From an optimization exercise on the open Yosys and OpenROAD flow, aimed at small area, a short achievable clock period and few clock cycles per item; shortcuts taken in it are not production practice.
Only simulation tests tie the RTL to the original design; equivalence was not proved.
Power and IR drop assume default switching activity.

==> design/flow/design.v <==
`timescale 1ns/1ps
`default_nettype none
module bus_mem (
	input  logic        clk_sys,
	input  logic [15:0] hi,
	input  logic [15:0] hiw,
	input  logic [15:0] lo,
	input  logic [15:0] wdata,
	output logic [15:0] rdata
);
	logic [15:0] mem [256];
	logic [15:0] row [16];
	for (genvar w = 0; w < 256; w++) begin : g_word
		always_ff @(posedge clk_sys)
			if (hiw[w / 16] && lo[w % 16])
				mem[w] <= wdata;
	end
	always_comb begin
		for (int r = 0; r < 16; r++) begin
			row[r] = 16'h0000;
			for (int c = 0; c < 16; c++)
				row[r] = row[r] | (mem[16 * r + c] & {16{lo[c]}});
		end
		rdata = 16'h0000;
		for (int r = 0; r < 16; r++)
			rdata = rdata | (row[r] & {16{hi[r]}});
	end
endmodule
`default_nettype wire
`timescale 1ns/1ps
`default_nettype none
module iob_top #(
	parameter int MEM_WORDS = 256
) (
	input  logic        clk_sys,
	input  logic        reset,
	input  logic        rx_req,
	input  logic [7:0]  rx_byte,
	output logic        rx_ack,
	output logic        tx_req,
	output logic [7:0]  tx_byte,
	input  logic        tx_ack,
	input  logic        loc_req,
	input  logic        loc_we,
	input  logic [15:0] loc_addr,
	input  logic [15:0] loc_wdata,
	output logic        loc_ack,
	output logic [15:0] loc_rdata,
	output logic [1:0]  loc_status
);
	logic [2:0]  rx_pos;     
	logic        c_ok;       
	logic        c_wr;       
	logic [7:0]  b_a1, b_ahi, b_alo;
	logic [15:0] b_d;        
	logic        fr_rdy;     
	logic [2:0]  tx_pos;     
	logic        t_ok;       
	logic        acc_link, acc_loc, acc_wen, acc_inr;
	logic [15:0] acc_hi, acc_hiw, acc_lo;
	logic [15:0] acc_wd;
	logic [15:0] mem_rdata;
	logic slot_free, take, take_last, loc_load;
	logic f_inr, f_ok, l_inr;
	logic [7:0] a_sel;
	assign slot_free = !fr_rdy || (tx_pos > rx_pos) || (tx_pos == rx_pos && tx_req && tx_ack);
	assign take = rx_req && !rx_ack && slot_free;
	assign take_last = take && (rx_pos == 3'd5);
	assign loc_load = loc_req && !loc_ack && !acc_loc && !take_last;
	assign f_inr = (b_ahi == 8'h00);
	assign f_ok = c_ok && f_inr;
	assign l_inr = (loc_addr[15:8] == 8'h00);
	assign a_sel = take_last ? b_alo : loc_addr[7:0];
	always_ff @(posedge clk_sys) begin
		if (reset) begin
			rx_ack <= 1'b0;
			rx_pos <= 3'd0;
			tx_req <= 1'b0;
			tx_pos <= 3'd0;
			fr_rdy <= 1'b0;
			loc_ack <= 1'b0;
			acc_link <= 1'b0;
			acc_loc <= 1'b0;
		end else begin
			if (take) begin
				rx_ack <= 1'b1;
				rx_pos <= take_last ? 3'd0 : rx_pos + 3'd1;
			end else if (rx_ack && !rx_req)
				rx_ack <= 1'b0;
			if (tx_req) begin
				if (tx_ack) begin
					tx_req <= 1'b0;
					if (tx_pos == 3'd5) begin
						tx_pos <= 3'd0;
						fr_rdy <= 1'b0;
					end else
						tx_pos <= tx_pos + 3'd1;
				end
			end else if (fr_rdy && !tx_ack)
				tx_req <= 1'b1;
			if (take_last)
				fr_rdy <= 1'b1;
			acc_link <= take_last;
			acc_loc <= loc_load;
			if (acc_loc)
				loc_ack <= 1'b1;
			else if (loc_ack && !loc_req)
				loc_ack <= 1'b0;
		end
	end
	always_ff @(posedge clk_sys) begin
		if (take) begin
			case (rx_pos)
				3'd0: begin
					c_ok <= rx_byte[7] && (rx_byte[3:0] == 4'h2 || rx_byte[3:0] == 4'h3);
					c_wr <= rx_byte[3:0] == 4'h2;
				end
				3'd1: b_a1 <= rx_byte;
				3'd2: b_ahi <= rx_byte;
				3'd3: b_alo <= rx_byte;
				3'd4: b_d[15:8] <= rx_byte;
				default: b_d[7:0] <= rx_byte;
			endcase
		end else if (acc_link && !acc_wen)
			b_d <= mem_rdata;  
		if (take_last)
			t_ok <= f_ok;
	end
	always_ff @(posedge clk_sys) begin
		acc_lo <= 16'(1) << a_sel[3:0];
		acc_wd <= take_last ? {b_d[15:8], rx_byte} : loc_wdata;
		acc_inr <= l_inr;
		if (take_last) begin
			acc_hi <= f_ok ? 16'(1) << a_sel[7:4] : 16'h0000;
			acc_hiw <= (f_ok && c_wr) ? 16'(1) << a_sel[7:4] : 16'h0000;
			acc_wen <= f_ok && c_wr;
		end else if (loc_load) begin
			acc_hi <= l_inr ? 16'(1) << a_sel[7:4] : 16'h0000;
			acc_hiw <= (l_inr && loc_we) ? 16'(1) << a_sel[7:4] : 16'h0000;
			acc_wen <= l_inr && loc_we;
		end else begin
			acc_hi <= 16'h0000;
			acc_hiw <= 16'h0000;
			acc_wen <= 1'b0;
		end
	end
	always_ff @(posedge clk_sys) begin
		if (acc_loc) begin
			loc_rdata <= mem_rdata;  
			loc_status <= {!acc_inr, acc_inr};
		end
	end
	bus_mem bus_mem_inst (
		.clk_sys,
		.hi(acc_hi),
		.hiw(acc_hiw),
		.lo(acc_lo),
		.wdata(acc_wd),
		.rdata(mem_rdata)
	);
	always_ff @(posedge clk_sys) begin
		if (!tx_req) begin
			case (tx_pos)
				3'd0: tx_byte <= {6'b000000, c_ok, !t_ok};
				3'd1: tx_byte <= b_a1;
				3'd2: tx_byte <= b_ahi;
				3'd3: tx_byte <= b_alo;
				3'd4: tx_byte <= b_d[15:8];
				default: tx_byte <= b_d[7:0];
			endcase
		end
	end
endmodule
`default_nettype wire
==> design/flow/run.sh <==
#!/bin/bash
# synth_recipe.tcl (not shown) runs the flow's synth.tcl, then flattens the netlist and writes it again
# the make line also repeats each setting of config.mk as NAME=value (left out here)
make -C /OpenROAD-flow-scripts/flow DESIGN_CONFIG=/design/flow/config.mk WORK_HOME=/design/flow/orfs CLKGATE_MAP_FILE= SYNTH_SCRIPT=/design/flow/synth_recipe.tcl finish
==> design/flow/config.mk <==
export PLATFORM = sky130hd
export DESIGN_NAME = iob_top
export DESIGN_NICKNAME = iob_top
export VERILOG_FILES = /design/flow/design.v
export SDC_FILE = /design/flow/constraint.sdc
export NUM_CORES = 4
export LEC_CHECK = 0
export CAP_MARGIN = 20
export CORE_MARGIN = 2
export CORE_UTILIZATION = 55
export SETUP_SLACK_MARGIN = 3.0
export SLEW_MARGIN = 20
export SYNTH_MEMORY_MAX_BITS = 8192
==> design/flow/constraint.sdc <==
create_clock -name core_clock -period 6.0 [get_ports {clk_sys}]
set_input_delay 1.2000 -clock core_clock [delete_from_list [all_inputs] [get_ports {clk_sys}]]
set_output_delay 1.2000 -clock core_clock [all_outputs]
set_load 0.01 [all_outputs]
==> results by group, run 1 <==
Status
  • Status: timing/DRC/antenna clean

Placement
  • Port bufs: 74
  • DP Wirelength: 246000 um
  • Placed inst area: 0.159 mm2
  • GP Congestion: 0.880

Setup path
  • Crit path DAT: 3.78 ns
  • Crit Path Class: reg2reg
  • R2r worst-path depth: 7
  • Endpoint class of the critical path: flip-flop
  • R2R Setup Slk: 2.91 ns
  • R2r endpoint: b_d[1]
  • Max FO, Critical Path: 35
  • R2r startpoint: acc_lo[0]
  • CP Data Required Time: 6.69 ns
  • Startpoint Class: flip-flop

Global route
  • Initial antenna violation count: 28
  • GRT Overall Usage: 0.329
  • Met2 Track Usage GR: 0.508
  • Largest net degree at the start of global routing: 209
  • GR Overflow Total: 0
  • First-pass GRT wire length: 656000 um
  • Global routing's busiest layer: met2
  • Met3 usage: 0.0684
  • Grt met1 use: 0.469
  • Vias in the first global route: 82368

Logic synthesis
  • Number of synthesized flops with an enable pin: 4165
  • Syn Inst Count: 7827
  • Synthesized Nets: 7882
  • Synthesis warning total: 4
  • Synth Area per Inst: 19.6 um2
  • Register area share after synthesis: 0.827
  • Mapped Area: 0.153 mm2
  • Synth Flop Type: edfxtp_1
  • Netlist cell types: 48
  • Async SR Flop Fraction: 0
  • #FFs+latches synth: 4243

CTS
  • Worst-Skew Late Latency: 0.99 ns
  • CTS Buf Count: 417
  • Clock slew at reported path FFs: 0.06 ns
  • # clock sinks: 4243
  • Clock buffer depth: 4
  • H-tree level count: 5
  • CTS root buffer: clkbuf_16
  • TritonCTS clock tree: done
  • # hold bufs at CTS: 0

Floorplanning
  • Die W: 532 um
  • CORE AREA: 0.277 mm2
  • Die area: 0.283 mm2
  • # rows: 193
  • IO Count: 75
  • Starting Density: 0.553
  • Vert. Die Dim: 532 um

Job
  • MaxCap Viol Count: 0

Routing
  • Drt wl/cell: 39.1 um
  • Drt via density: 7.09
  • Antenna viol nets, final: 0
  • First-pass detailed-route iteration total: 6
  • DRC violation count after routing: 0
  • Drt total wl: 477000 um
  • Violation count after the first detailed-route iteration: 12634
  • Vias: 86621

STA
  • Worst-Margin Slew: 1.32 ns
  • Final period util: 0.515
  • Final hold violation count: 0
  • RSZ-0062 raised after global routing: yes
  • Setup TNS: 0 ns
  • Final Setup Violations: 0
  • Final Max Tran Viols: 0
  • Rel. slew slack: 0.122
  • Clock Skew: 0.0545 ns
  • Fmax: 0.324 GHz
  • Fin crit period: 3.09 ns

Hold path
  • Worst Hold Class: reg2reg
  • Hold Path Depth: 0
  • Hold endpoint: loc_status[0]
  • Worst hold path startpoint: acc_inr

Power and ir drop
  • Worst vdd ir: 249 uV
  • Power Dens Cells: 344 mW/mm2
  • Pleak: 54.7 nW

Layout
  • Layout cells sized above 1: 0.148
  • Layout fillers: 19098
  • Final net count: 8196
  • Final Cell Area: 0.175 mm2
  • Layout area overhead: 14.4%
flip-flops by register name (all words and copies together) (netlist names), 2 cells and up:
name              cells
acc_hi               16
acc_hiw              16
acc_lo               16
acc_wd               16
b_a1                  8
b_ahi                 8
b_alo                 8
b_d                  16
bus_mem_inst.mem   4096
loc_rdata            16
loc_status            2
rx_pos                3
tx_byte               8
tx_pos                3
synth_stat cells (2+ instances only):
| cell type | n | area [um2] |
|---|---|---|
| a21oi_1 | 23 | 115 |
| a221oi_1 | 1031 | 9030 |
| a22o_1 | 1024 | 8970 |
| a22oi_1 | 129 | 968 |
| a31oi_1 | 17 | 106 |
| and2_1 | 259 | 1620 |
| and3_1 | 3 | 18.8 |
| and4_1 | 33 | 289 |
| buf_1 | 83 | 312 |
| buf_12 | 2 | 40.0 |
| buf_2 | 82 | 410 |
| buf_4 | 4 | 30.0 |
| clkbuf_1 | 376 | 1410 |
| dfxtp_1 | 78 | 1560 |
| edfxtp_1 | 4165 | 125000 |
| ha_1 | 9 | 113 |
| inv_1 | 8 | 30.0 |
| mux2_2 | 23 | 259 |
| mux2i_1 | 17 | 170 |
| nand2_1 | 41 | 154 |
| nand3_1 | 7 | 35.0 |
| nand3b_1 | 8 | 60.1 |
| nand4_1 | 256 | 1600 |
| nor2_1 | 57 | 214 |
| nor2b_1 | 17 | 106 |
| nor3_1 | 33 | 165 |
| nor4_1 | 6 | 37.5 |
| o21ai_0 | 5 | 25.0 |
| o22ai_1 | 6 | 37.5 |
| or3_1 | 3 | 18.8 |
| or3b_2 | 4 | 35.0 |
| or4_1 | 2 | 15.0 |
metal layers:
metal  wire [um]  vias up  share of wire
li1            -    34591              -
met5          69        -        0.00014
met2      222000     5378           0.47
met4       18700       10          0.039
met1      185000    45791           0.39
met3       50900      851           0.11
timing repair:
item,in CTS,in global routing
endpoints found under the setup margin,369,76
setup buffers,71,18
pin swaps,64,85
cloned,9,6
gates resized for setup,247,82
report_power, final:
group | leakage, nW | internal, mW | total [mW] | switching (mW)
combinational | 10.1 | 0.565 | 1.94 | 1.37
sequential | 38.1 | 32.6 | 32.7 | 0.164
clock | 6.49 | 14.5 | 25.7 | 11.2
final cells by class:
cell class | count | area, um2 | share of cell area
tap | 3705 | 4640 | 0.0265
clock buffer | 519 | 11000 | 0.0629
antenna | 19 | 47.5 | 0.000271
clock inverter | 247 | 2240 | 0.0128
sequential | 4243 | 127000 | 0.723
inverter | 10 | 63.8 | 0.000364
multi-input combinational | 3026 | 25300 | 0.144
timing repair buffer | 443 | 5180 | 0.0296
layout by cell type (no fill, tap or decap), types with 28 or more instances in the layout:
master | synthesis | layout
edfxtp_1 | 4165 | 4165
a22o_1 | 1024 | 1024
a221oi_1 | 1031 | 985
clkbuf_16 | 0 | 430
nand4_1 | 256 | 256
buf_4 | 4 | 232
and2_1 | 259 | 198
clkinv_1 | 1 | 108
a22oi_2 | 0 | 98
clkbuf_1 | 376 | 88
clkinv_2 | 0 | 76
buf_12 | 2 | 62
and2_2 | 0 | 61
nor2_1 | 57 | 57
a221oi_2 | 0 | 45
clkdlybuf4s50_1 | 0 | 45
nand2_1 | 41 | 41
dfxtp_1 | 78 | 38
bufinv_16 | 0 | 34
nor3_1 | 33 | 33
dfxtp_4 | 0 | 33
a22oi_1 | 129 | 31
buf_6 | 1 | 28
critical path, cell delays in order (launching register included):
cell      delay [ns]
dfxtp_4         0.51
buf_12          0.29
a22o_1          0.24
a221oi_1        0.34
nand4_1         0.30
a22oi_2         0.56
and4_4          0.45
a31oi_1         0.10
through the flow:
step | hold slack [ns] | total power, mW | std cells | worst slack, ns | utilization
after floorplan | 0.408 | 34.2 | 7827 | 3.06 | -
after global placement | 0.414 | 35.1 | 11309 | 1.80 | 0.574
after detailed placement | 0.417 | 35.1 | 11317 | 1.83 | 0.575
after CTS | 0.431 | 60.3 | 12163 | 2.96 | 0.630
after global routing | 0.433 | 61.6 | 12199 | 2.95 | 0.633
final | 0.433 | 60.3 | 12212 | 2.91 | 0.633
worst max path at each step:
stage               start  slack [ns]         to  cells past startpoint
5_1_grt        acc_lo[13]        2.95    b_d[11]                      7
2_1_floorplan      tx_ack        3.06    b_d[10]                      5
4_1_cts         acc_lo[3]        2.96    b_d[15]                      8
3_3_place_gp       tx_ack        1.80  acc_hi[9]                      8
3_5_place_dp       tx_ack        1.83  acc_hi[2]                      8
6_report        acc_lo[0]        2.91     b_d[1]                      7
logic make-up (layout without fill, tap and decap cells):
| logic type | Yosys count | count (layout) | synth area share |
|---|---|---|---|
| xor+xnor | 1 | 1 | 0.0000572 |
| fa+ha+maj | 9 | 9 | 0.000735 |
| simple gates | 734 | 734 | 0.0288 |
| other cells | 0 | 19 | 0 |
| mux | 40 | 40 | 0.00280 |
| compound gates | 2242 | 2242 | 0.126 |
| flops | 4243 | 4243 | 0.827 |
| buf+inv | 558 | 1219 | 0.0147 |
Testbench counts, summed over its fixed seeds: cycles 7,856, items 1,408.
==> run 2, diff against run 1 <==
--- a/design/flow/config.mk
+++ b/design/flow/config.mk
@@ -7,7 +7,9 @@
 export LEC_CHECK = 0
 export CAP_MARGIN = 20
 export CORE_MARGIN = 2
-export CORE_UTILIZATION = 55
+export CORE_UTILIZATION = 60
+export CTS_CLUSTER_DIAMETER = 50
+export CTS_CLUSTER_SIZE = 30
 export SETUP_SLACK_MARGIN = 3.0
 export SLEW_MARGIN = 20
 export SYNTH_MEMORY_MAX_BITS = 8192
==> run 2 against run 1 <==
Against the previous run:
- still clean
- cell count decreased by 3.0%
- first-iteration DRC count increased by 9.2%
- routed wire length increased by 4.3%
- die area decreased by 8.3%
- utilization increased by 6.3 points
- sequential share of layout area decreased by 0.67 points
- critical path type unchanged
- largest cell class unchanged
==> results by group, run 2 <==
Logic synthesis
  • #FFs+latches synth: 4243 (unchanged)
  • Synth Flop Type: edfxtp_1
  • Synth Area in Compound Gates: 0.126 (unchanged)
  • Share of synthesized area spent on multiplexers: 0.00280 (unchanged)
  • Most common library cells after synthesis: edfxtp_1 (4165), a221oi_1 (1031), a22o_1 (1024), clkbuf_1 (376), and2_1 (259)
  • Top cells by area, synth: edfxtp_1 (82%), a221oi_1 (5.9%), a22o_1 (5.9%), and2_1 (1.1%), nand4_1 (1.0%)
  • Async SR Flop Fraction: 0 (unchanged)
  • Top cell type's share of synthesized area: 0.817 (unchanged)
  • Register area share after synthesis: 0.827 (unchanged)
  • Netlist cell types: 48 (unchanged)
  • Mapped Area: 0.153 mm2 (unchanged)
  • Synthesized Nets: 7882 (unchanged)
  • Largest family of logic cells by synthesized area: compound AO/OA/AOI/OAI gates
  • Post-synth top area cell: edfxtp_1
  • Synth Area per Inst: 19.6 um2 (unchanged)
  • Synth Area in Adders: 0.000735 (unchanged)
  • Synthesis warning total: 4 (unchanged)
  • Simple-Gate Fraction of Synth Area: 0.0288 (unchanged)
  • Most common cell in the netlist: edfxtp_1
  • Number of synthesized flops with an enable pin: 4165 (unchanged)
  • Synth Area in XOR/XNOR: 0.0000572 (unchanged)
  • Syn Inst Count: 7827 (unchanged)

Status
  • Status: timing/DRC/antenna clean

CTS
  • Clock buffer depth: 4 (unchanged)
  • TritonCTS clock tree: done
  • CTS root buffer: clkbuf_16
  • CTS Buf Count: 373 (-11%)
  • Worst-Skew Late Latency: 1.00 ns (about the same)
  • Clock slew at reported path FFs: 0.08 ns (+0.02 ns)
  • H-tree level count: 5 (unchanged)
  • # clock sinks: 4243 (unchanged)

Floorplanning
  • Starting Density: 0.603 (+0.0497)
  • Vert. Die Dim: 509 um (-4.2%)
  • Die W: 509 um (-4.2%)
  • # rows: 185 (-4.1%)
  • CORE AREA: 0.254 mm2 (-8.2%)
  • Die area: 0.259 mm2 (-8.3%)
  • IO Count: 75 (unchanged)

Placement
  • DP Wirelength: 252000 um (+2.6%)
  • Placed cells: 10965 (-3.1%)
  • Port bufs: 74 (unchanged)
  • GP Congestion: 0.912 (+3.7%)

Power and ir drop
  • Power Dens Cells: 341 mW/mm2 (-1.1%)
  • Pleak: 55.4 nW (+1.4%)
  • Worst vdd ir: 334 uV (+34%)

Layout
  • Largest Register: bus_mem_inst.mem
  • Final net count: 8224 (+0.34%)
  • Commonest non-fill, non-tap cell in the layout: edfxtp_1
  • Layout fillers: 15789 (-17%)
  • Final Instance Count excl. Fillers: 11849 (-3.0%)
  • Layout area overhead: 15.5%
  • Most frequent cells in the layout: edfxtp_1 (4165), a22o_1 (1024), a221oi_1 (906)
  • Layout cells sized above 1: 0.174 (+0.0254)
  • Layout Utilization: 0.697 (+0.0633)
  • Max reg flops: 4096 (unchanged)

Routing
  • Violation count after the first detailed-route iteration: 13796 (+9.2%)
  • First-pass detailed-route iteration total: 6 (unchanged)
  • Drt total wl: 498000 um (+4.3%)
  • Drt via density: 7.42 (+4.6%)
  • Vias: 87903 (+1.5%)
  • Antenna viol nets, final: 0 (unchanged)
  • Drt wl/cell: 42.0 um (+7.5%)
  • DRC violation count after routing: 0 (unchanged)

STA
  • Setup TNS: 0 ns (unchanged)
  • Final period util: 0.544 (+0.0285)
  • Rel. slew slack: 0.113 (-0.00961)
  • Fmax: 0.307 GHz (-5.2%)
  • Final hold violation count: 0 (unchanged)
  • Final Max Tran Viols: 0 (unchanged)
  • Worst-Margin Slew: 1.33 ns (+0.0126 ns)
  • Clock Skew: 0.0640 ns (+0.00952 ns)
  • RSZ-0062 raised after global routing: yes
  • Final Setup Violations: 0 (unchanged)
  • Fin crit period: 3.26 ns (+0.171 ns)
  • Hold_ws: 0.450 ns (+0.0168 ns)

Job
  • MaxCap Viol Count: 0 (unchanged)

Hold path
  • Worst Hold Class: reg2reg

Setup path
  • Endpoint class of the critical path: flip-flop
  • R2r startpoint: acc_lo[14]
  • Max FO, Critical Path: 39 (+11%)
  • Crit path DAT: 3.96 ns (+0.18 ns)
  • R2r worst-path depth: 7 (unchanged)
  • Crit Path Class: reg2reg
  • R2R Setup Slk: 2.74 ns (-0.17 ns)
  • Crit path from: acc_lo[14]
  • Critical Path End: b_d[1]
  • R2r endpoint: b_d[1]
  • Startpoint Class: flip-flop
  • CP Data Required Time: 6.70 ns (about the same)

Global route
  • First-pass GRT wire length: 666000 um (+1.4%)
  • GR Overflow Total: 0 (unchanged)
  • GRT Overall Usage: 0.374 (+0.0444)
  • Initial antenna violation count: 22 (-21%)
  • Largest net degree at the start of global routing: 209 (unchanged)
  • Vias in the first global route: 81760 (-0.74%)
[run 2: cell counts after synthesis]
No cell type changed its count.
[run 2: power by group]
group	switching [mW]	internal [mW]	leakage, nW
combinational	1.54	0.637	11.1
clock	12.0	13.4	6.27
sequential	0.144	32.5	38.1
total	13.7	46.5	55.4
[run 2: repair_timing]
item,4_1_cts,5_1_grt
endpoints found under the setup margin,587,65
resized for setup,395,149
cloned,24,22
buffers inserted,99,46
hold buffers,0,0
pin swaps,115,104
[run 2: worst max-delay path: stages, from the launching register on]
cell and delay, ns:
dfxtp_4 0.47, buf_12 0.23, a22o_1 0.27, a221oi_1 0.25
nand4_1 0.35, a22oi_2 0.73, and4_4 0.41, a31oi_1 0.10
[run 2: kinds of logic after synthesis]
| family | after synthesis |
|---|---|
| AOI/OAI and AO/OA | 2242 |
| xor gates and xnor gates | 1 |
| adders and majority gates | 9 |
| buffers and inverters | 558 |
| DFF | 4243 |
| muxes | 40 |
| and+or+nand+nor | 734 |
[run 2: final cells by class]
type	instances	area [um2]	share of cell area
timing repair buffer	515	6970	0.0394
antenna	15	37.5	0.000212
inverter	10	53.8	0.000304
tap	3366	4210	0.0238
sequential	4243	127000	0.717
multi-input combinational	3026	25800	0.146
clock inverter	283	3510	0.0198
clock buffer	391	9490	0.0536
[run 2: metal layers]
layer | track usage | part of all wire | vias to the layer above
met3 | 0.0818 | 0.12 | 1001
li1 | - | - | 34701
met1 | 0.533 | 0.37 | 46216
met5 | 0 | 0.000050 | -
met2 | 0.568 | 0.46 | 5981
met4 | 0.154 | 0.050 | 4
[run 2: how the worst min path moves through the flow]
stage / start / to / slack (ns) / depth (start not counted)
after floorplan: acc_inr / loc_status[0] / 0.41 / 0
after global placement: acc_inr / loc_status[0] / 0.41 / 0
after detailed placement: acc_inr / loc_status[0] / 0.42 / 0
after CTS: acc_inr / loc_status[0] / 0.47 / 0
after global routing: acc_inr / loc_status[0] / 0.46 / 0
final: acc_inr / loc_status[0] / 0.45 / 0
[run 2: per-stage QoR]
step                setup WS (ns)  power, mW  instance area, um2
floorplan                    3.06       34.2              153000
global placement             1.81       35.1              158000
detailed placement           1.83       35.1              159000
CTS                          2.92       60.1              175000
global route                 2.86       61.4              177000
finish                       2.74       60.2              177000
==> run 3, diff against run 2 <==
--- a/design/flow/config.mk
+++ b/design/flow/config.mk
@@ -7,9 +7,7 @@
 export LEC_CHECK = 0
 export CAP_MARGIN = 20
 export CORE_MARGIN = 2
-export CORE_UTILIZATION = 60
-export CTS_CLUSTER_DIAMETER = 50
-export CTS_CLUSTER_SIZE = 30
+export CORE_UTILIZATION = 65
 export SETUP_SLACK_MARGIN = 3.0
 export SLEW_MARGIN = 20
 export SYNTH_MEMORY_MAX_BITS = 8192
==> run 3 against run 2 <==
Against the previous run:
- first-iteration DRC count decreased by 11%
- register-to-register slack better by 0.15 ns
- via count decreased by 2.2%
- setup slack better by 0.15 ns
- die area fell by 7.6%
==> results by group, run 3 <==
Status
  • Status: timing/DRC/antenna clean

Routing
  • Violation count after the first detailed-route iteration: 12235 (-11%)
  • Antenna viol nets, final: 0 (unchanged)
  • Drt via density: 7.45 (+0.47%)
  • Drt wl/cell: 39.2 um (-6.6%)
  • Drt total wl: 453000 um (-9.0%)
  • First-pass detailed-route iteration total: 9 (+3)
  • DRC violation count after routing: 0 (unchanged)
  • Vias: 86009 (-2.2%)

Floorplanning
  • CORE AREA: 0.235 mm2 (-7.6%)
  • # rows: 178 (-3.8%)
  • Starting Density: 0.652 (+0.0493)
  • Die area: 0.240 mm2 (-7.6%)
  • IO Count: 75 (unchanged)
  • Vert. Die Dim: 489 um (-3.9%)
  • Die W: 489 um (-3.9%)

Setup path
  • Startpoint Class: flip-flop
  • Crit Path Class: reg2reg
  • Endpoint class of the critical path: flip-flop
  • Max FO, Critical Path: 31 (-21%)
  • Crit path DAT: 3.80 ns (-0.16 ns)
  • R2R Setup Slk: 2.89 ns (+0.15 ns)
  • R2r worst-path depth: 7 (unchanged)
  • R2r startpoint: acc_lo[13]
  • R2r endpoint: b_d[5]
  • CP Data Required Time: 6.69 ns (about the same)

STA
  • Final Max Tran Viols: 0 (unchanged)
  • Worst setup margin: 2.89 ns (+0.151 ns)
  • Setup TNS: 0 ns (unchanged)
  • Final Setup Violations: 0 (unchanged)
  • Fmax: 0.321 GHz (+4.8%)
  • Fin crit period: 3.11 ns (-0.151 ns)
  • RSZ-0062 raised after global routing: yes
  • Clock Skew: 0.0516 ns (-0.0124 ns)
  • Worst-Margin Slew: 1.24 ns (-0.0916 ns)
  • Final period util: 0.518 (-0.0251)
  • Final hold violation count: 0 (unchanged)
  • Rel. slew slack: 0.175 (+0.0623)

Logic synthesis
  • Number of synthesized flops with an enable pin: 4165 (unchanged)
  • Top cell type's share of synthesized area: 0.817 (unchanged)
  • Post-synth top area cell: edfxtp_1
  • Top cells by area, synth: edfxtp_1 (82%), a221oi_1 (5.9%), a22o_1 (5.9%), and2_1 (1.1%), nand4_1 (1.0%)
  • Synth Flop Type: edfxtp_1
  • Syn Inst Count: 7827 (unchanged)
  • Most common cell in the netlist: edfxtp_1
  • Synthesis warning total: 4 (unchanged)
  • Synth Area per Inst: 19.6 um2 (unchanged)
  • Mapped Area: 0.153 mm2 (unchanged)
  • #FFs+latches synth: 4243 (unchanged)
  • Async SR Flop Fraction: 0 (unchanged)
  • Synthesized Nets: 7882 (unchanged)
  • Most common library cells after synthesis: edfxtp_1 (4165), a221oi_1 (1031), a22o_1 (1024), clkbuf_1 (376), and2_1 (259)
  • Register area share after synthesis: 0.827 (unchanged)
  • Netlist cell types: 48 (unchanged)

Hold path
  • Hold Path Depth: 0 (unchanged)
  • Worst hold path startpoint: acc_inr
  • Worst Hold Class: reg2reg
  • Hold endpoint: loc_status[0]

Layout
  • Layout cells sized above 1: 0.133 (-0.0410)
  • Final Cell Area: 0.173 mm2 (-2.2%)
  • Sequential Area: 0.127 mm2 (about the same)
  • Final net count: 8114 (-1.3%)
  • Commonest non-fill, non-tap cell in the layout: edfxtp_1
  • Most frequent cells in the layout: edfxtp_1 (4165), a22o_1 (1024), a221oi_1 (1014)
  • Layout fillers: 13852 (-12%)
  • Layout area overhead: 12.9%
  • Largest Register: bus_mem_inst.mem
  • Max reg flops: 4096 (unchanged)
  • Multi-input gate area: 0.0250 mm2 (-3.2%)

Placement
  • Setup Slack @ Placement: 1.81 ns (-0.0188 ns)
  • DP Wirelength: 235000 um (-7.0%)
  • Placed inst area: 0.158 mm2 (-0.46%)
  • GP Congestion: 0.866 (-5.0%)
  • Port bufs: 74 (unchanged)

Global route
  • Vias in the first global route: 82096 (+0.41%)
  • Initial antenna violation count: 13 (-41%)
  • Largest net degree at the start of global routing: 223 (+6.7%)
  • GR Overflow Total: 0 (unchanged)
  • First-pass GRT wire length: 626000 um (-5.9%)
  • GRT Overall Usage: 0.375 (+0.00166)

CTS
  • CTS root buffer: clkbuf_16
  • # clock sinks: 4243 (unchanged)
  • Clock slew at reported path FFs: 0.06 ns (-0.02 ns)
  • Clock buffer depth: 4 (unchanged)
  • # hold bufs at CTS: 0 (unchanged)
  • H-tree level count: 5 (unchanged)
  • Worst-Skew Late Latency: 1.01 ns (about the same)
  • TritonCTS clock tree: done
  • CTS Buf Count: 417 (+12%)

Power and ir drop
  • Pleak: 53.9 nW (-2.9%)
  • Power Dens Cells: 343 mW/mm2 (+0.83%)
  • Worst vdd ir: 312 uV (-6.6%)

Job
  • MaxCap Viol Count: 0 (unchanged)
run 3: cell types whose count changed in the layout (fill, tap and decap cells not counted), sizes merged, moves of 6 or more:
cell      previous run  this run
clkinvlp            26         8
clkbuf             413       530
buf                416       281
inv                127        14
clkinv             111       175
bufbuf              11         5
run 3: worst max-delay path, stage by stage (launching register included):
cell      delay, ns
dfxtp_4        0.51
buf_6          0.29
a22o_1         0.28
a221oi_1       0.25
nand4_1        0.33
a22oi_2        0.61
and4_4         0.38
a31oi_1        0.10
run 3: how the worst max path moves through the flow:
stage | from | end | slack (ns) | cells after the start
after detailed placement | tx_ack | acc_hi[12] | 1.81 | 8
after CTS | acc_lo[10] | b_d[5] | 2.85 | 7
after global routing | acc_lo[0] | b_d[5] | 2.95 | 8
after floorplan | tx_ack | b_d[10] | 3.06 | 5
after global placement | tx_ack | acc_hi[10] | 1.91 | 8
final | acc_lo[13] | b_d[5] | 2.89 | 7
run 3: area by class of cell:
cell class,count,share of cell area
timing repair buffer,361,0.0255
tap,3150,0.0228
antenna,11,0.000159
multi-input combinational,3026,0.145
sequential,4243,0.733
clock inverter,213,0.00953
inverter,10,0.000311
clock buffer,525,0.0641
run 3: kinds of logic after synthesis:
| group | Yosys count | synth area share |
|---|---|---|
| compound gates | 2242 | 0.126 |
| xor+xnor | 1 | 0.0000572 |
| fa+ha+maj | 9 | 0.000735 |
| buf+inv | 558 | 0.0147 |
| flops | 4243 | 0.827 |
| mux | 40 | 0.00280 |
| simple gates | 734 | 0.0288 |
run 3: power breakdown:
| group | internal (mW) | switching [mW] |
|---|---|---|
| Sequential | 32.6 | 0.157 |
| Clock | 14.1 | 10.7 |
| Combinational | 0.544 | 1.33 |
| Total | 47.2 | 12.2 |
run 3: per-layer routing:
layer  wire length [um]  global-route usage  up-vias
li1                   -                   -    34348
met1             164000               0.526    44802
met2             214000               0.585     5910
met3              50800              0.0659      945
met4              23300               0.174        4
met5                 21                   0        -
run 3: per-stage QoR:
step,util,hold WS (ns),power (mW),std cells
after global placement,0.672,0.414,35.0,10693
after global routing,0.737,0.457,60.6,11532
after CTS,0.733,0.446,59.3,11492
final,0.737,0.442,59.4,11539
after floorplan,-,0.408,34.2,7827
after detailed placement,0.673,0.420,35.1,10703
run 3: timing repair:
item / 4_1_cts / 5_1_grt
resized for setup: 256 / 36
cloned: 5 / 4
endpoints found under the setup margin: 219 / 61
pin swaps: 53 / 46
buffers inserted: 46 / 22
==> run 4, diff against run 3 <==
--- a/design/flow/config.mk
+++ b/design/flow/config.mk
@@ -8,6 +8,8 @@
 export CAP_MARGIN = 20
 export CORE_MARGIN = 2
 export CORE_UTILIZATION = 65
+export CTS_CLUSTER_DIAMETER = 55
+export CTS_CLUSTER_SIZE = 35
 export SETUP_SLACK_MARGIN = 3.0
 export SLEW_MARGIN = 20
 export SYNTH_MEMORY_MAX_BITS = 8192
==> run 4 against run 3 <==
Against the previous run:
- via count is 1.4% lower
- design area is 1.8% lower
- first-iteration DRC count decreased by 0.39%
- synthesized cell count is the same
- utilization down 1.3 points
- total power decreased by 6.9%
==> results by group, run 4 <==
Layout
  • Largest Register: bus_mem_inst.mem
  • Multi-input gate area: 0.0251 mm2 (+0.21%)
  • Max reg flops: 4096 (unchanged)
  • Layout Utilization: 0.724 (-0.0130)
  • Layout cells sized above 1: 0.128 (-0.00466)
  • Layout fillers: 14083 (+1.7%)
  • Sequential Area: 0.127 mm2 (unchanged)
  • Layout area overhead: 10.9%
  • Final net count: 7988 (-1.6%)
  • Most frequent cells in the layout: edfxtp_1 (4165), a22o_1 (1024), a221oi_1 (1004)
  • Commonest non-fill, non-tap cell in the layout: edfxtp_1

Logic synthesis
  • Most common cell in the netlist: edfxtp_1
  • Synth Area in XOR/XNOR: 0.0000572 (unchanged)
  • Async SR Flop Fraction: 0 (unchanged)
  • Syn Inst Count: 7827 (unchanged)
  • Most common library cells after synthesis: edfxtp_1 (4165), a221oi_1 (1031), a22o_1 (1024), clkbuf_1 (376), and2_1 (259)
  • Top cells by area, synth: edfxtp_1 (82%), a221oi_1 (5.9%), a22o_1 (5.9%), and2_1 (1.1%), nand4_1 (1.0%)
  • Register area share after synthesis: 0.827 (unchanged)
  • Largest family of logic cells by synthesized area: compound AO/OA/AOI/OAI gates
  • Synth Flop Type: edfxtp_1
  • #FFs+latches synth: 4243 (unchanged)
  • Synth Area in Adders: 0.000735 (unchanged)
  • Synthesis warning total: 4 (unchanged)
  • Mapped Area: 0.153 mm2 (unchanged)
  • Post-synth top area cell: edfxtp_1
  • Netlist cell types: 48 (unchanged)
  • Simple-Gate Fraction of Synth Area: 0.0288 (unchanged)
  • Synth Area per Inst: 19.6 um2 (unchanged)
  • Number of synthesized flops with an enable pin: 4165 (unchanged)
  • Share of synthesized area spent on multiplexers: 0.00280 (unchanged)
  • Synthesized Nets: 7882 (unchanged)
  • Top cell type's share of synthesized area: 0.817 (unchanged)
  • Synth Area in Compound Gates: 0.126 (unchanged)

Routing
  • DRC violation count after routing: 0 (unchanged)
  • Violation count after the first detailed-route iteration: 12187 (-0.39%)
  • First-pass detailed-route iteration total: 10 (+1)
  • Antenna viol nets, final: 0 (unchanged)
  • Drt total wl: 448000 um (-1.1%)
  • Drt via density: 7.50 (+0.67%)
  • Drt wl/cell: 39.6 um (+0.98%)
  • Vias: 84822 (-1.4%)

CTS
  • # clock sinks: 4243 (unchanged)
  • # hold bufs at CTS: 0 (unchanged)
  • H-tree level count: 5 (unchanged)
  • Clock buffer depth: 4 (unchanged)
  • CTS root buffer: clkbuf_16
  • Clock slew at reported path FFs: 0.10 ns (+0.04 ns)
  • CTS Buf Count: 286 (-31%)
  • TritonCTS clock tree: done
  • Worst-Skew Late Latency: 0.98 ns (-0.03 ns)

Placement
  • Port bufs: 74 (unchanged)
  • GP Congestion: 0.866 (unchanged)
  • DP Wirelength: 235000 um (unchanged)

STA
  • Fmax: 0.323 GHz (+0.55%)
  • Setup TNS: 0 ns (unchanged)
  • Rel. slew slack: 0.101 (-0.0738)
  • Clock Skew: 0.0454 ns (-0.00619 ns)
  • Fin crit period: 3.09 ns (-0.0171 ns)
  • Final Max Tran Viols: 0 (unchanged)
  • Worst-Margin Slew: 1.35 ns (+0.111 ns)
  • Hold_ws: 0.447 ns (+0.00489 ns)
  • Final Setup Violations: 0 (unchanged)
  • RSZ-0062 raised after global routing: yes
  • Final period util: 0.516 (-0.00285)
  • Final hold violation count: 0 (unchanged)

Status
  • Status: timing/DRC/antenna clean

Floorplanning
  • IO Count: 75 (unchanged)
  • Starting Density: 0.652 (unchanged)
  • Die W: 489 um (unchanged)
  • # rows: 178 (unchanged)
  • Vert. Die Dim: 489 um (unchanged)
  • CORE AREA: 0.235 mm2 (unchanged)
  • Die area: 0.240 mm2 (unchanged)

Setup path
  • Crit path from: acc_lo[0]
  • Endpoint class of the critical path: flip-flop
  • Max FO, Critical Path: 32 (+3.2%)
  • Crit Path Class: reg2reg
  • Startpoint Class: flip-flop
  • R2r startpoint: acc_lo[0]
  • CP Data Required Time: 6.67 ns (-0.02 ns)
  • Crit path DAT: 3.77 ns (-0.03 ns)

Power and ir drop
  • Power Dens Cells: 325 mW/mm2 (-5.2%)
  • Pleak: 52.3 nW (-2.9%)
  • Worst vdd ir: 326 uV (+4.5%)

Global route
  • Initial antenna violation count: 21 (+8)
  • Largest net degree at the start of global routing: 223 (unchanged)
  • GRT Overall Usage: 0.373 (-0.00263)
  • First-pass GRT wire length: 621000 um (-0.88%)
  • GR Overflow Total: 0 (unchanged)
  • Vias in the first global route: 80738 (-1.7%)

Hold path
  • Worst Hold Class: reg2reg
  • Worst hold path startpoint: acc_inr

Job
  • MaxCap Viol Count: 0 (unchanged)
[run 4: cell counts after synthesis]
Identical to the previous run, type by type.
[run 4: cells by family (layout without fill, tap and decap cells)]
family / count (synthesis) / after routing
xor+xnor: 1 / 1
buf+inv: 558 / 875
flops: 4243 / 4243
simple gates: 734 / 734
mux: 40 / 40
compound gates: 2242 / 2242
fa+ha+maj: 9 / 9
other cells: 0 / 10
[run 4: layout make-up]
cell class / count / share of cell area
Tap cell: 3150 / 0.0232
Clock buffer: 305 / 0.0431
Inverter: 10 / 0.000295
Timing Repair Buffer: 366 / 0.0259
Multi-Input combinational cell: 3026 / 0.148
Antenna cell: 10 / 0.000147
Sequential cell: 4243 / 0.746
Clock inverter: 194 / 0.0136
[run 4: final timing paths]
path,slack (ns),cells past startpoint,endpoint
worst max-delay path,2.91,8,b_d[9]
worst min-delay path,0.45,0,loc_status[0]
worst max register to register,2.91,8,b_d[9]
worst min register to register,0.45,0,loc_status[0]
[run 4: where the power goes]
| group | internal [mW] | switching (mW) |
|---|---|---|
| clock network | 10.0 | 10.7 |
| logic | 0.545 | 1.34 |
| registers | 32.5 | 0.143 |
[run 4: stage by stage]
| step | instances | cell area [um2] | setup WS, ns | total power [mW] |
|---|---|---|---|---|
| 2_1_floorplan | 7827 | 153000 | 3.06 | 34.2 |
| 3_3_place_gp | 10693 | 158000 | 1.91 | 35.0 |
| 3_5_place_dp | 10703 | 158000 | 1.81 | 35.1 |
| 4_1_cts | 11274 | 169000 | 2.94 | 55.3 |
| 5_1_grt | 11299 | 170000 | 2.94 | 56.4 |
| 6_report | 11304 | 170000 | 2.91 | 55.3 |
[run 4: what timing repair did]
item,in CTS,in global routing
setup endpoints to repair,253,74
buffers inserted,67,8
gates resized for setup,242,52
cloned,5,1
pin swaps,59,51
[run 4: layer usage]
| layer | routed length [um] | share of wire | up-vias | track usage |
|---|---|---|---|---|
| met5 | 51 | 0.00011 | - | 0 |
| met4 | 24300 | 0.054 | 8 | 0.172 |
| li1 | - | - | 34022 | - |
| met2 | 211000 | 0.47 | 5864 | 0.580 |
| met1 | 163000 | 0.36 | 43981 | 0.525 |
| met3 | 50000 | 0.11 | 947 | 0.0650 |
[run 4: worst max-delay path: stages, from the launching register on]
cell      delay [ns]
dfxtp_4         0.44
buf_12          0.16
buf_12          0.19
a22o_1          0.24
a221oi_1        0.22
nand4_1         0.41
a22oi_2         0.58
and4_4          0.39
a31oi_1         0.11
==> run 5, diff against run 4 <==
--- a/design/flow/design.v
+++ b/design/flow/design.v
@@ -60,6 +60,8 @@
 	logic [15:0] acc_hi, acc_hiw, acc_lo;
 	logic [15:0] acc_wd;
 	logic [15:0] mem_rdata;
+	logic [15:0] rd_link;     
+	logic        lk_rd;       
 	logic slot_free, take, take_last, loc_load;
 	logic f_inr, f_ok, l_inr;
 	logic [7:0] a_sel;
@@ -118,11 +120,17 @@
 				3'd1: b_a1 <= rx_byte;
 				3'd2: b_ahi <= rx_byte;
 				3'd3: b_alo <= rx_byte;
-				3'd4: b_d[15:8] <= rx_byte;
-				default: b_d[7:0] <= rx_byte;
+				default: ;
 			endcase
-		end else if (acc_link && !acc_wen)
-			b_d <= mem_rdata;  
+		end
+		if (take && rx_pos == 3'd4)
+			b_d[15:8] <= rx_byte;
+		else if (lk_rd)
+			b_d[15:8] <= rd_link[15:8];  
+		if (take && rx_pos == 3'd5)
+			b_d[7:0] <= rx_byte;
+		else if (lk_rd)
+			b_d[7:0] <= rd_link[7:0];
 		if (take_last)
 			t_ok <= f_ok;
 	end
@@ -143,6 +151,11 @@
 			acc_hiw <= 16'h0000;
 			acc_wen <= 1'b0;
 		end
+	end
+	always_ff @(posedge clk_sys) begin
+		if (acc_link)
+			rd_link <= mem_rdata;
+		lk_rd <= acc_link && !acc_wen;
 	end
 	always_ff @(posedge clk_sys) begin
 		if (acc_loc) begin
--- a/design/flow/config.mk
+++ b/design/flow/config.mk
@@ -7,9 +7,9 @@
 export LEC_CHECK = 0
 export CAP_MARGIN = 20
 export CORE_MARGIN = 2
-export CORE_UTILIZATION = 65
-export CTS_CLUSTER_DIAMETER = 55
-export CTS_CLUSTER_SIZE = 35
+export CORE_UTILIZATION = 60
+export CTS_CLUSTER_DIAMETER = 50
+export CTS_CLUSTER_SIZE = 30
 export SETUP_SLACK_MARGIN = 3.0
 export SLEW_MARGIN = 20
 export SYNTH_MEMORY_MAX_BITS = 8192
==> run 5 against run 4 <==
Against the previous run:
- clock skew rose by 0.019 ns
- critical endpoint is now loc_rdata[9]
- largest power group unchanged
- still clean on timing, DRC and antenna
- highest routed layer unchanged
- critical path type unchanged
- sequential power is essentially flat
- setup slack got worse by 0.33 ns
- utilization shrank 2.0 points
==> results by group, run 5 <==
Status
  • Status: timing/DRC/antenna clean

STA
  • RSZ-0062 raised after global routing: yes
  • Rel. slew slack: 0.118 (+0.0167)
  • Clock Skew: 0.0648 ns (+0.0194 ns)
  • Final Max Tran Viols: 0 (unchanged)
  • Fin crit period: 3.43 ns (+0.334 ns)
  • Final hold violation count: 0 (unchanged)
  • Fmax: 0.292 GHz (-9.7%)
  • Setup TNS: 0 ns (unchanged)
  • Final period util: 0.571 (+0.0557)
  • Worst-Margin Slew: 1.32 ns (-0.0269 ns)
  • Worst setup margin: 2.57 ns (-0.334 ns)
  • Final Setup Violations: 0 (unchanged)

Setup path
  • Max FO, Critical Path: 5 (-84%)
  • R2R Setup Slk: 2.57 ns (-0.33 ns)
  • Crit-path cells: buf_6 > buf_12 > buf_12 > clkbuf_16 > a22o_1 > a221oi_4 > nand3_1 > o21ai_1 > nand4_1 > or4_4
  • CP Data Required Time: 6.69 ns (+0.02 ns)
  • Most Frequent Cell on Critical Path: buf_12
  • Crit path DAT: 4.11 ns (+0.34 ns)
  • Crit-path max cell delay: 0.73 ns (+0.15 ns)
  • Slowest cell on the critical path: or4_4
  • Startpoint Class: flip-flop
  • Crit Path Class: reg2reg
  • Endpoint class of the critical path: flip-flop

Layout
  • Max reg flops: 4096 (unchanged)
  • Layout area overhead: 16.5%
  • Most frequent cells in the layout: edfxtp_1 (4181), a22oi_1 (1165), a22o_1 (428)
  • Commonest non-fill, non-tap cell in the layout: edfxtp_1
  • Layout cells sized above 1: 0.177 (+0.0491)
  • Final Cell Area: 0.179 mm2 (+5.4%)
  • Final net count: 8688 (+8.8%)
  • Final Instance Count excl. Fillers: 12317 (+9.0%)
  • Largest Register: bus_mem_inst.mem

Global route
  • Largest net degree at the start of global routing: 177 (-21%)
  • Vias in the first global route: 83340 (+3.2%)
  • First-pass GRT wire length: 674000 um (+8.6%)
  • GRT Overall Usage: 0.377 (+0.00387)
  • Initial antenna violation count: 31 (+48%)
  • GR Overflow Total: 0 (unchanged)

Logic synthesis
  • Most common library cells after synthesis: edfxtp_1 (4181), a22oi_1 (1211), a221oi_1 (434), a22o_1 (428), nand3_1 (312)
  • Syn Inst Count: 8203 (+4.8%)
  • Top cell type's share of synthesized area: 0.817 (+0.000820)
  • Largest family of logic cells by synthesized area: compound AO/OA/AOI/OAI gates
  • Netlist cell types: 56 (+17%)
  • Simple-Gate Fraction of Synth Area: 0.0373 (+0.00845)
  • Synth Area in XOR/XNOR: 0.0000570 (-0.000000162)
  • Number of synthesized flops with an enable pin: 4181 (+0.38%)
  • Synthesized Nets: 8258 (+4.8%)
  • Synthesis warning total: 4 (unchanged)
  • Most common cell in the netlist: edfxtp_1
  • #FFs+latches synth: 4260 (+0.40%)
  • Synth Area in Adders: 0.000733 (-0.00000208)
  • Post-synth top area cell: edfxtp_1
  • Share of synthesized area spent on multiplexers: 0.00115 (-0.00165)
  • Synth Area in Compound Gates: 0.118 (-0.00796)
  • Async SR Flop Fraction: 0 (unchanged)
  • Register area share after synthesis: 0.828 (+0.000921)
  • Synth Flop Type: edfxtp_1
  • Mapped Area: 0.154 mm2 (+0.28%)
  • Synth Area per Inst: 18.7 um2 (-4.3%)
  • Top cells by area, synth: edfxtp_1 (82%), a22oi_1 (5.9%), a221oi_1 (2.5%), a22o_1 (2.4%), and2_1 (1.1%)

Routing
  • Vias: 89265 (+5.2%)
  • DRC violation count after routing: 0 (unchanged)
  • Drt wl/cell: 40.1 um (+1.1%)
  • First-pass detailed-route iteration total: 6 (-4)
  • Antenna viol nets, final: 0 (unchanged)
  • Drt via density: 7.25 (-3.4%)
  • Violation count after the first detailed-route iteration: 13942 (+14%)
  • Drt total wl: 494000 um (+10%)

CTS
  • TritonCTS clock tree: done
  • Worst-Skew Late Latency: 1.00 ns (+0.02 ns)
  • H-tree level count: 5 (unchanged)
  • Clock slew at reported path FFs: 0.08 ns (-0.02 ns)
  • Clock buffer depth: 4 (unchanged)
  • # clock sinks: 4260 (+0.40%)
  • # hold bufs at CTS: 0 (unchanged)
  • CTS root buffer: clkbuf_16
  • CTS Buf Count: 375 (+31%)

Floorplanning
  • IO Count: 75 (unchanged)
  • Die area: 0.260 mm2 (+8.6%)
  • Vert. Die Dim: 510 um (+4.2%)
  • CORE AREA: 0.254 mm2 (+8.4%)
  • Die W: 510 um (+4.2%)
  • Starting Density: 0.604 (-0.0487)
  • # rows: 185 (+3.9%)

Power and ir drop
  • Clk network pwr share: 0.422 (+0.047)
  • Reg power frac: 0.545 (-0.046)
  • Pleak: 56.5 nW (+8.0%)
  • Comb power frac: 0.032 (-0.002)
  • Worst vdd ir: 314 uV (-3.6%)
  • Net Sw Frac: 0.229 (+0.00842)
  • Switching power: 13.7 mW (+13%)
  • Internal: 46.3 mW (+7.5%)
  • Power Dens Cells: 336 mW/mm2 (+3.1%)
  • Pwr Total: 60.1 mW (+8.6%)

Job
  • MaxCap Viol Count: 0 (unchanged)

Placement
  • Placed cells: 11366 (+6.2%)
  • DP Wirelength: 266000 um (+13%)
  • GP Congestion: 0.863 (-0.38%)
  • Port bufs: 74 (unchanged)
  • Setup Slack @ Placement: 1.43 ns (-0.380 ns)
  • Placed inst area: 0.159 mm2 (+0.80%)

Hold path
  • Worst Hold Class: reg2reg
run 5: cell families (layout without fill, tap and decap cells):
kind of cell,Yosys count,count (layout)
flip-flops,4260,4260
AO/OA/AOI/OAI,2352,2352
AND/OR/NAND/NOR,1025,1025
buffers and inverters,540,1273
multiplexers,16,16
adder cells (fa/ha/maj),9,9
XOR/XNOR,1,1
other,0,15
run 5: worst paths after layout:
kind / start / endpoint / depth (start not counted)
max reg2reg: acc_lo[0] / loc_rdata[9] / 10
min: acc_wen / lk_rd / 1
max: acc_lo[0] / loc_rdata[9] / 10
min reg2reg: acc_wen / lk_rd / 1
run 5: power groups by stage:
stage          combinational [mW]  sequential [mW]  clock [mW]
5_1_grt                      2.00             32.8        26.5
2_1_floorplan               0.634             33.6           0
3_3_place_gp                 1.47             33.5           0
6_report                     1.93             32.8        25.4
4_1_cts                      1.84             32.8        25.4
3_5_place_dp                 1.50             33.5           0
run 5: final cells by class:
class / count / area (um2)
Multi-Input combinational cell: 3403 / 26300
Clock buffer: 383 / 9460
Timing Repair Buffer: 581 / 8030
Tap cell: 3366 / 4210
Timing Repair inverter: 1 / 5.00
Clock inverter: 297 / 3630
Inverter: 11 / 46.3
Antenna cell: 15 / 37.5
Fill cell: 15769 / 75400
Sequential cell: 4260 / 127000
run 5: timing repair:
| item | in CTS | in global routing |
|---|---|---|
| setup buffers | 163 | 37 |
| resized for setup | 686 | 125 |
| cloned | 43 | 6 |
| endpoints found under the setup margin | 466 | 84 |
| pin swaps | 193 | 109 |
run 5: worst max-delay path, delay by kind of cell (launching register included):
| kind | cells | cell delay [ns] |
|---|---|---|
| compound gates | 3 | 0.65 |
| flops | 1 | 0.43 |
| buf+inv | 4 | 0.57 |
| simple gates | 3 | 1.46 |
run 5: stage by stage:
step	hold WS (ns)	utilization
CTS	0.389	0.698
global placement	0.381	0.625
finish	0.381	0.704
detailed placement	0.378	0.626
global route	0.389	0.703
floorplan	0.367	-
run 5: metal layers:
layer | GRT usage | routed length, um
met1 | 0.539 | 186000
met2 | 0.558 | 223000
met4 | 0.177 | 26100
met3 | 0.0856 | 58100
met5 | 0 | 107
Testbench counts of run 5, summed over its fixed seeds: cycles 7,856, items 1,408.

==> separate check: timing with driven ports <==
In the flow no input, the clock included, has a driving cell. The finished layouts below were timed again as built, in two steps. Step 1: set_driving_cell puts a clkbuf_16 on clk_sys and a buf_2 on each other input, an assumption about the parent block. Step 2 also shifts input and output timing later by t, the mid clock arrival at the registers, as if the neighbouring blocks saw the same clock. Three values: ideal, step 1, step 2; two values: the first two.
run	t, ns	slack for setup (ns)	hold WS [ns]	worst setup path after step 2	worst register clock-pin slew, ns
run 1	1.069	2.910 / 2.910 / 2.125	0.433 / 0.433 / 0.433	input to register	0.07 / 0.07
run 2	1.069	2.739 / 2.739 / 2.357	0.450 / 0.450 / 0.450	input to register	0.09 / 0.09
run 3	1.083	2.889 / 2.889 / 2.009	0.442 / 0.442 / 0.442	input to register	0.07 / 0.07
run 4	1.054	2.907 / 2.907 / 2.157	0.447 / 0.447 / 0.447	input to register	0.11 / 0.11
run 5	1.076	2.573 / 2.573 / 2.145	0.381 / 0.381 / 0.381	input to register	0.09 / 0.09
After both steps every run listed still meets setup and hold. The setup slack of run 3, which loses most, moves by 0.000 ns with the drivers and by -0.880 ns with both steps.
